Context: an optimization exercise on an open-source flow, tuned for small area and few clock cycles. The choices shown serve that exercise and are no tape-out recipe.
Function was checked by simulation only, so behaviour that the tests miss may differ from the original.
The clock port is modelled as an ideal driver; clocking choices that lean on that would not hold on a real chip.
Power figures rest on the tool's default switching activity, not on a simulated workload.

// hid_key_report_to_ascii_typematic
module hid_key_report_to_ascii_typematic #(
  parameter int unsigned KEY_SLOTS = 6
) (
  input  logic                      clk_i,
  input  logic                      rst_ni,
  input  logic                      cfg_we_i,
  input  logic [hkt_pkg::CFG_IDX_W-1:0] cfg_idx_i,
  input  logic [7:0]                cfg_data_i,
  input  logic                      in_valid_i,
  output logic                      in_ready_o,
  input  logic                      op_i,
  input  logic [7:0]                modifier_bits_i,
  input  logic [7:0]                key_slot_0_i,
  input  logic [7:0]                key_slot_1_i,
  input  logic [7:0]                key_slot_2_i,
  input  logic [7:0]                key_slot_3_i,
  input  logic [7:0]                key_slot_4_i,
  input  logic [7:0]                key_slot_5_i,
  output logic                      out_valid_o,
  input  logic                      out_ready_i,
  output logic [7:0]                out_char_o,
  output logic                      char_valid_o,
  output logic                      last_o,
  output logic                      caps_lock_led_o,
  output logic                      num_lock_led_o,
  output logic                      led_report_changed_o
);
Size: ~950 cells after synthesis.
clock: 10.0 ns
lec_check: 0
cap_margin: 20
core_margin: 2
core_utilization: 40
slew_margin: 20
synth_hierarchical: 1
standard.sh (not shown) runs the stock make flow with config.mk's settings and CLKGATE_MAP_FILE= SYNTH_SCRIPT=/design/flow/synth_recipe.tcl, a recipe that flattens the netlist after the stock synthesis.
==> flow/flow/run.sh <==
#!/bin/bash
# The standard layout (the standard.sh, standard synthesis included), with these changes:
# the port buffers that global placement inserts are the smallest buffer cell instead of
# the default choice (every input and output port still gets its own buffer); clock tree
# synthesis uses clkbuf_8 buffers and adds no dummy loads; and after clock tree synthesis,
# cells on paths with slack are sized down (flow/post_cts.tcl).
# standard.sh's output goes to standard.log; each ORFS step keeps its own log under orfs/logs.
set -euo pipefail
export BUFFER_PORTS_ARGS="-buffer_cell sky130_fd_sc_hd__buf_1"
export CTS_ARGS="-sink_clustering_enable -repair_clock_nets -dont_use_dummy_load -buf_list sky130_fd_sc_hd__clkbuf_8"
export POST_CTS_TCL="$PWD/flow/post_cts.tcl"
bash standard.sh > standard.log 2>&1
==> flow/flow/post_cts.tcl <==
# Size down cells on paths with slack, then legalize the placement again.
estimate_parasitics -placement
repair_timing -recover_power 100 -verbose
detailed_placement
check_placement -verbose
report_design_area
Testbench counts at the start, summed over its fixed seeds: cycles 24,608.
Change:
--- a/flow/flow/run.sh
+++ b/flow/flow/run.sh
@@ -5,2 +5,2 @@
-# synthesis uses clkbuf_8 buffers and adds no dummy loads; and after clock tree synthesis,
-# cells on paths with slack are sized down (flow/post_cts.tcl).
+# synthesis may use clkbuf_8 as well as clkbuf_16 buffers and adds no dummy loads; and after
+# clock tree synthesis, cells on paths with slack are sized down (flow/post_cts.tcl).
@@ -10 +10 @@
-export CTS_ARGS="-sink_clustering_enable -repair_clock_nets -dont_use_dummy_load -buf_list sky130_fd_sc_hd__clkbuf_8"
+export CTS_ARGS="-sink_clustering_enable -repair_clock_nets -dont_use_dummy_load -buf_list {sky130_fd_sc_hd__clkbuf_8 sky130_fd_sc_hd__clkbuf_16}"
The changed run passed the timing, design-rule and antenna checks.
Clock power increases by 40%.
Sequential share of layout area decreases by 0.34 points.
Routed wire length barely changes.
Worst hold slack loses 0.0085 ns.
Sequential power barely changes.
Via count barely changes.

* * *

== wip/pepper ==
hid_key_report_to_ascii_typematic, a different RTL version from the one above (not shown whole).
Size: roughly 1100 cells after synthesis, ~87 I/O pins.
## hid_key_report_to_ascii_typematic
module hid_key_report_to_ascii_typematic #(
  parameter int unsigned KEY_SLOTS = 6
) (
  input  logic                      clk_i,
  input  logic                      rst_ni,
  input  logic                      cfg_we_i,
  input  logic [hkt_pkg::CFG_IDX_W-1:0] cfg_idx_i,
  input  logic [7:0]                cfg_data_i,
  input  logic                      in_valid_i,
  output logic                      in_ready_o,
  input  logic                      op_i,
  input  logic [7:0]                modifier_bits_i,
  input  logic [7:0]                key_slot_0_i,
  input  logic [7:0]                key_slot_1_i,
  input  logic [7:0]                key_slot_2_i,
  input  logic [7:0]                key_slot_3_i,
  input  logic [7:0]                key_slot_4_i,
  input  logic [7:0]                key_slot_5_i,
  output logic                      out_valid_o,
  input  logic                      out_ready_i,
  output logic [7:0]                out_char_o,
  output logic                      char_valid_o,
  output logic                      last_o,
  output logic                      caps_lock_led_o,
  output logic                      num_lock_led_o,
  output logic                      led_report_changed_o
);
clock: 10.0 ns
lec_check: 0
cap_margin: 20
core_margin: 2
core_utilization: 55
place_density: 0.7
slew_margin: 20
synth_hierarchical: 1
==> flow/flow/run.sh <==
#!/bin/bash
# The standard layout (the standard.sh, standard synthesis included), with these changes:
# the port buffers that global placement inserts are the smallest buffer cell instead of
# the default choice (every input and output port still gets its own buffer); clock tree
# synthesis uses clkbuf_8 buffers and adds no dummy loads; and after clock tree synthesis,
# cells on paths with slack are sized down (flow/post_cts.tcl).
# standard.sh's output goes to standard.log; each ORFS step keeps its own log under orfs/logs.
set -euo pipefail
export BUFFER_PORTS_ARGS="-buffer_cell sky130_fd_sc_hd__buf_1"
export CTS_ARGS="-sink_clustering_enable -repair_clock_nets -dont_use_dummy_load -buf_list sky130_fd_sc_hd__clkbuf_8"
export POST_CTS_TCL="$PWD/flow/post_cts.tcl"
bash standard.sh > standard.log 2>&1
Scripts as last shown in full above: flow/flow/post_cts.tcl
wip/pepper | stages: all done | timing, DRC, antenna: all pass
Testbench counts of wip/pepper, summed over its fixed seeds: cycles 24,608.
Edits applied to the flow inputs when going from wip/pepper to wip/umber:
- clearing PLACE_DENSITY, which used to be 0.7
- swapping 55 for 40 in CORE_UTILIZATION
- putting CTS_BUF_LIST at sky130_fd_sc_hd__clkbuf_8 where nothing was set
==> flow/flow/run.sh <==
#!/bin/bash
# The standard layout (the standard.sh, standard synthesis included), with two changes:
# the port buffers that global placement inserts are the smallest buffer cell instead of
# the default choice (every input and output port still gets its own buffer), and clock
# tree synthesis adds no dummy loads.
set -euo pipefail
export BUFFER_PORTS_ARGS="-buffer_cell sky130_fd_sc_hd__buf_1"
export CTS_ARGS="-sink_clustering_enable -repair_clock_nets -dont_use_dummy_load"
bash standard.sh > standard.log 2>&1
removed: flow/flow/post_cts.tcl
### Flow results
Core utilization for wip/umber: 15 points down relative to wip/pepper. [compare] base=wip/pepper new=wip/umber: area inside the core boundary moved up, worst setup slack higher, data arrival at the endpoint of the critical path moved down, horizontal die dimension now sits higher. Compared to wip/pepper, wip/umber has global-route usage 7.1 points lower. wip/umber: PASS, flow complete, no timing, DRC or antenna violations.
#### Input delta (wip/quartz over wip/umber)
-- flow/flow/run.sh --
<<< wip/umber, line 6
set -euo pipefail
export BUFFER_PORTS_ARGS="-buffer_cell sky130_fd_sc_hd__buf_1"
export CTS_ARGS="-sink_clustering_enable -repair_clock_nets -dont_use_dummy_load"
bash standard.sh > standard.log 2>&1
>>> wip/quartz, line 6
set -euo pipefail
export BUFFER_PORTS_ARGS="-buffer_cell sky130_fd_sc_hd__buf_1"
export CTS_ARGS="-sink_clustering_enable -repair_clock_nets -dont_use_dummy_load -buf_list sky130_fd_sc_hd__clkbuf_8 -sink_clustering_size 10"
bash standard.sh > standard.log 2>&1
### Flow results
- Minimum clock period after layout is higher on wip/umber
- Going from wip/umber to wip/quartz, static leakage dropped about 1.2%; combinational power held.
- Density: wip/quartz sparser than wip/umber
- | wire length of the first global-routing pass | wip/umber vs wip/quartz | ≈ equal |
- Compared with wip/umber, in wip/quartz synthesized area essentially unchanged, sequential cell count of the final layout essentially unchanged, peak supply drop decreased about 5.5%.
--- input diff wip/quartz..wip/juniper ---
- a deleted CTS_BUF_LIST that had been sky130_fd_sc_hd__clkbuf_8
==> flow/flow/run.sh <==
#!/bin/bash
# The standard layout (the standard.sh, standard synthesis included), with these changes:
# the port buffers that global placement inserts are the smallest buffer cell instead of
# the default choice (every input and output port still gets its own buffer); clock tree
# synthesis uses clkbuf_8 buffers and adds no dummy loads; and after clock tree synthesis,
# cells on paths with slack are sized down (flow/post_cts.tcl).
# standard.sh's output goes to standard.log; each ORFS step keeps its own log under orfs/logs.
set -euo pipefail
export BUFFER_PORTS_ARGS="-buffer_cell sky130_fd_sc_hd__buf_1"
export CTS_ARGS="-sink_clustering_enable -repair_clock_nets -dont_use_dummy_load -buf_list sky130_fd_sc_hd__clkbuf_8"
export POST_CTS_TCL="$PWD/flow/post_cts.tcl"
bash standard.sh > standard.log 2>&1
==> flow/flow/post_cts.tcl (new file) <==
# Size down cells on paths with slack, then legalize the placement again.
estimate_parasitics -placement
repair_timing -recover_power 100 -verbose
detailed_placement
check_placement -verbose
report_design_area
### Flow results
Looking at fmax across wip/juniper and wip/quartz, the one that comes out lower is wip/juniper.
Looking at wip/juniper and wip/quartz, the clock-cell share of area is a wash.
| switching component of the power | wip/quartz vs wip/juniper | ≈ equal |
| share of post-route cells with drive strength above 1 | wip/juniper vs wip/quartz | 2.0 points lower |
Changes observed in wip/juniper relative to wip/quartz: average vias per placed instance flat; non-clock buffer count now sits higher; final cell count closely matched the old numbers.
Compared to wip/quartz, the routing of wip/juniper uses more wire.
Vertical extent of the die came out exactly the same in wip/juniper and wip/quartz.

port drivers added, routing unchanged:
How much do the figures lean on ideal ports? The routed layouts below were timed once more, with nothing changed but the port constraints.
Step 1: set_driving_cell puts a clkbuf_16 on clk_i and a buf_2 on each other input, an assumption about the parent block.
Step 2 times the ports against the registers' clock, not the clock port: input delays grow and output delays shrink by t, the midpoint of the rising clock arrivals with the driver on.
Three values: ideal ports, drivers, drivers and shift; two values: the first two.
| run | t (ns) | slack for setup (ns) | clock arrival spread, ns | worst register clock-pin slew, ns | worst data-port slew with drivers (ns) |
|---|---|---|---|---|---|
| the first run of note 1 | 0.419 | 1.552 / 1.511 / 1.813 | 0.031 / 0.032 | 0.11 / 0.11 | 0.04 |
| the second run of note 1 | 0.397 | 1.632 / 1.587 / 1.794 | 0.019 / 0.019 | 0.08 / 0.08 | 0.04 |
| wip/pepper | 0.431 | 0.796 / 0.755 / 0.769 | 0.037 / 0.037 | 0.12 / 0.12 | 0.05 |
| wip/umber | 0.404 | 1.135 / 1.091 / 1.495 | 0.022 / 0.022 | 0.08 / 0.08 | 0.04 |
| wip/quartz | 0.429 | 1.141 / 1.100 / 1.529 | 0.033 / 0.033 | 0.12 / 0.12 | 0.04 |
| wip/juniper | 0.432 | 0.819 / 0.777 / 1.066 | 0.033 / 0.034 | 0.12 / 0.12 | 0.04 |
After both steps every run listed still meets setup and hold. The setup slack of wip/pepper, which loses most, moves by -0.041 ns with the drivers and by -0.027 ns with both steps.
